What follows belongs to an exercise in optimizing a design on an open flow for small area; a production flow would make more cautious choices. In this exercise RTL edits were held to simulation tests only and were not proved equivalent to the original. Power figures rest on the tool's default switching activity, not on a simulated workload.

run A:
Design robotSenseTop, start of the top module:
module robotSenseTop (
	input  logic                     CLOCK_50,
	input  logic                     reset,
	input  logic [2*7-1:0] encoders,
	input  logic                     beaconSign,
	input  logic                     beaconSync,
	input  logic                     turretA,
	input  logic [4:0]               limits,
	input  logic                     startCord,
	input  logic [1:0]               keys,
	input  logic                     id,
	input  logic [20:0]              regWrite,
	input  logic [3:0]               regReadAddr,
	output logic [16-1:0]   regReadData,
	output logic                     int1,
	output logic                     int2,
	output logic [1:0]               auxOut
);
Size: ~1900 cells after synthesis, ~560 flip-flops, about 73 I/O pins, ~0.022 mm^2 of cells after synthesis.
Settings: LEC_CHECK=0, CAP_MARGIN=20, CORE_MARGIN=2, CORE_UTILIZATION=40, SLEW_MARGIN=20, SYNTH_HIERARCHICAL=1; clock period 20.0 ns.
standard.sh (not shown) runs the stock make flow with config.mk's settings and CLKGATE_MAP_FILE= SYNTH_SCRIPT=/design/flow/synth_recipe.tcl, a recipe that flattens the netlist after the stock synthesis.
==> flow/flow/run.sh <==
#!/bin/bash
# Standard ORFS layout with three changes: an area-oriented ABC mapping script,
# a clock tree without dummy loads and with larger sink clusters, and the
# smallest buffer on each port.
set -euo pipefail
W=$(pwd)
rm -rf "$W/scripts_own"
cp -r "$FLOW_HOME/scripts" "$W/scripts_own"
cp "$W/flow/abc_area.script" "$W/scripts_own/abc_speed.script"
bash "$W/standard.sh" \
	SCRIPTS_DIR="$W/scripts_own" \
	"CTS_ARGS=-sink_clustering_enable -repair_clock_nets -dont_use_dummy_load -sink_clustering_size 28 -sink_clustering_max_diameter 60 -buf_list {sky130_fd_sc_hd__clkbuf_8 sky130_fd_sc_hd__clkbuf_16} -root_buf sky130_fd_sc_hd__clkbuf_8 -sink_clustering_buffer sky130_fd_sc_hd__clkbuf_16" \
	"BUFFER_PORTS_ARGS=-buffer_cell sky130_fd_sc_hd__buf_1" \
	finish > "$W/standard.log" 2>&1
==> flow/flow/abc_area.script <==
strash
dc2
dch
amap
## Diff of input files: run B against run A
--- a/flow/flow/run.sh
+++ b/flow/flow/run.sh
@@ -10,5 +10,5 @@
 bash "$W/standard.sh" \
 	SCRIPTS_DIR="$W/scripts_own" \
-	"CTS_ARGS=-sink_clustering_enable -repair_clock_nets -dont_use_dummy_load -sink_clustering_size 28 -sink_clustering_max_diameter 60 -buf_list {sky130_fd_sc_hd__clkbuf_8 sky130_fd_sc_hd__clkbuf_16} -root_buf sky130_fd_sc_hd__clkbuf_8 -sink_clustering_buffer sky130_fd_sc_hd__clkbuf_16" \
+	"CTS_ARGS=-sink_clustering_enable -repair_clock_nets -dont_use_dummy_load -sink_clustering_size 34 -sink_clustering_max_diameter 50 -buf_list {sky130_fd_sc_hd__clkbuf_8 sky130_fd_sc_hd__clkbuf_16} -root_buf sky130_fd_sc_hd__clkbuf_8 -sink_clustering_buffer sky130_fd_sc_hd__clkbuf_16" \
 	"BUFFER_PORTS_ARGS=-buffer_cell sky130_fd_sc_hd__buf_1" \
 	finish > "$W/standard.log" 2>&1
==> comparison <==
- The total via count in the routed design was comparable across run A and run B.
- Share of the final layout cell area in multi-input gates, run A and run B, higher one = run A.
- Per the comparison of run B with run A, final cell count now sits higher; sequential share of layout area now sits lower; power per standard cell area now sits higher.
- The static leakage in run B was higher than what run A gave.
- Against run A, run B comes in 0.04 ns higher on insertion delay to the later sink of the worst-skew pair.
- The clock power reported for run B is greater than that of run A by about 20%.
- Against run A, run B reports a fraction of final layout cells with drive strength greater than 1 that is higher.
diff inputs: run B => run C
--- a/flow/flow/run.sh
+++ b/flow/flow/run.sh
@@ -10,5 +10,5 @@
 bash "$W/standard.sh" \
 	SCRIPTS_DIR="$W/scripts_own" \
-	"CTS_ARGS=-sink_clustering_enable -repair_clock_nets -dont_use_dummy_load -sink_clustering_size 34 -sink_clustering_max_diameter 50 -buf_list {sky130_fd_sc_hd__clkbuf_8 sky130_fd_sc_hd__clkbuf_16} -root_buf sky130_fd_sc_hd__clkbuf_8 -sink_clustering_buffer sky130_fd_sc_hd__clkbuf_16" \
+	"CTS_ARGS=-sink_clustering_enable -repair_clock_nets -dont_use_dummy_load -sink_clustering_size 16 -sink_clustering_max_diameter 80 -buf_list {sky130_fd_sc_hd__clkbuf_8 sky130_fd_sc_hd__clkbuf_16} -sink_clustering_buffer sky130_fd_sc_hd__clkbuf_8" \
 	"BUFFER_PORTS_ARGS=-buffer_cell sky130_fd_sc_hd__buf_1" \
 	finish > "$W/standard.log" 2>&1
Findings:
Run C completed end to end with timing, DRC and antenna clean.
Clock transition time at the flip-flop clock pins of the worst setup and hold paths: run C vs run B up 0.04 ns
Fraction of final layout cells with drive strength greater than 1 in run C is 0.47 points below run B.
The peak clock frequency supported by timing was comparable across run C and run B.
Comparing run C and run B, the higher fraction of power spent switching nets was measured on run C.
Compared with run B, run C shows least setup slack across all paths after layout lower by 0.0085 ns.
Here is what was changed in the inputs of run D compared with run C.
--- a/flow/flow/run.sh
+++ b/flow/flow/run.sh
@@ -10,5 +10,5 @@
 bash "$W/standard.sh" \
 	SCRIPTS_DIR="$W/scripts_own" \
-	"CTS_ARGS=-sink_clustering_enable -repair_clock_nets -dont_use_dummy_load -sink_clustering_size 16 -sink_clustering_max_diameter 80 -buf_list {sky130_fd_sc_hd__clkbuf_8 sky130_fd_sc_hd__clkbuf_16} -sink_clustering_buffer sky130_fd_sc_hd__clkbuf_8" \
+	"CTS_ARGS=-sink_clustering_enable -repair_clock_nets -dont_use_dummy_load -sink_clustering_size 18 -sink_clustering_max_diameter 60 -buf_list {sky130_fd_sc_hd__clkbuf_8 sky130_fd_sc_hd__clkbuf_16} -sink_clustering_buffer sky130_fd_sc_hd__clkbuf_8" \
 	"BUFFER_PORTS_ARGS=-buffer_cell sky130_fd_sc_hd__buf_1" \
 	finish > "$W/standard.log" 2>&1
### Flow results
Compared run C against run D; routed length per instance within noise.
Delta (run D minus run C): clock buffer and inverter area fraction after layout essentially unchanged, clock skew increased 0.016 ns, cell area essentially unchanged, first-iteration DRC count decreased 3.6%.
Summary of run D over run C: area growth from synthesis to layout essentially unchanged, worst hold slack after final layout moved down.
Modified inputs, run E compared to run D
--- a/flow/flow/run.sh
+++ b/flow/flow/run.sh
@@ -10,5 +10,5 @@
 bash "$W/standard.sh" \
 	SCRIPTS_DIR="$W/scripts_own" \
-	"CTS_ARGS=-sink_clustering_enable -repair_clock_nets -dont_use_dummy_load -sink_clustering_size 18 -sink_clustering_max_diameter 60 -buf_list {sky130_fd_sc_hd__clkbuf_8 sky130_fd_sc_hd__clkbuf_16} -sink_clustering_buffer sky130_fd_sc_hd__clkbuf_8" \
+	"CTS_ARGS=-sink_clustering_enable -repair_clock_nets -dont_use_dummy_load -sink_clustering_size 16 -sink_clustering_max_diameter 80 -buf_list {sky130_fd_sc_hd__clkbuf_8} -root_buf sky130_fd_sc_hd__clkbuf_8 -sink_clustering_buffer sky130_fd_sc_hd__clkbuf_8" \
 	"BUFFER_PORTS_ARGS=-buffer_cell sky130_fd_sc_hd__buf_1" \
 	finish > "$W/standard.log" 2>&1
Run E vs. run D: sequential share of layout area has increased, met1 wire length now larger, worst setup slack after layout held.

[static timing again, ports no longer ideal]
How much do the figures lean on ideal ports? The routed layouts below were timed once more, with nothing changed but the port constraints.
Step 1: set_driving_cell puts a clkbuf_16 on CLOCK_50 and a buf_2 on each other input, an assumption about the parent block.
Step 2, shift: input delay + t, output delay - t, t = (earliest + latest rising clock arrival at the registers) / 2. This alone moves slack from input paths to output paths.
Slacks: no drivers / after step 1 / after step 2; pairs: no drivers / after step 1.
| run | t (ns) | slack for setup (ns) | clock arrival spread, ns | worst data-port slew with drivers (ns) | pins driven straight from the clock port |
|---|---|---|---|---|---|
| run A | 0.686 | 12.595 / 12.595 / 12.595 | 0.118 / 0.118 | 0.06 | 1 |
| run B | 0.740 | 12.595 / 12.595 / 12.595 | 0.097 / 0.096 | 0.06 | 1 |
| run C | 0.572 | 12.587 / 12.587 / 12.587 | 0.086 / 0.086 | 0.06 | 1 |
| run D | 0.585 | 12.588 / 12.588 / 12.588 | 0.102 / 0.103 | 0.06 | 1 |
| run E | 0.641 | 12.587 / 12.587 / 12.587 | 0.093 / 0.093 | 0.06 | 1 |
After both steps setup and hold are still met in every run listed.
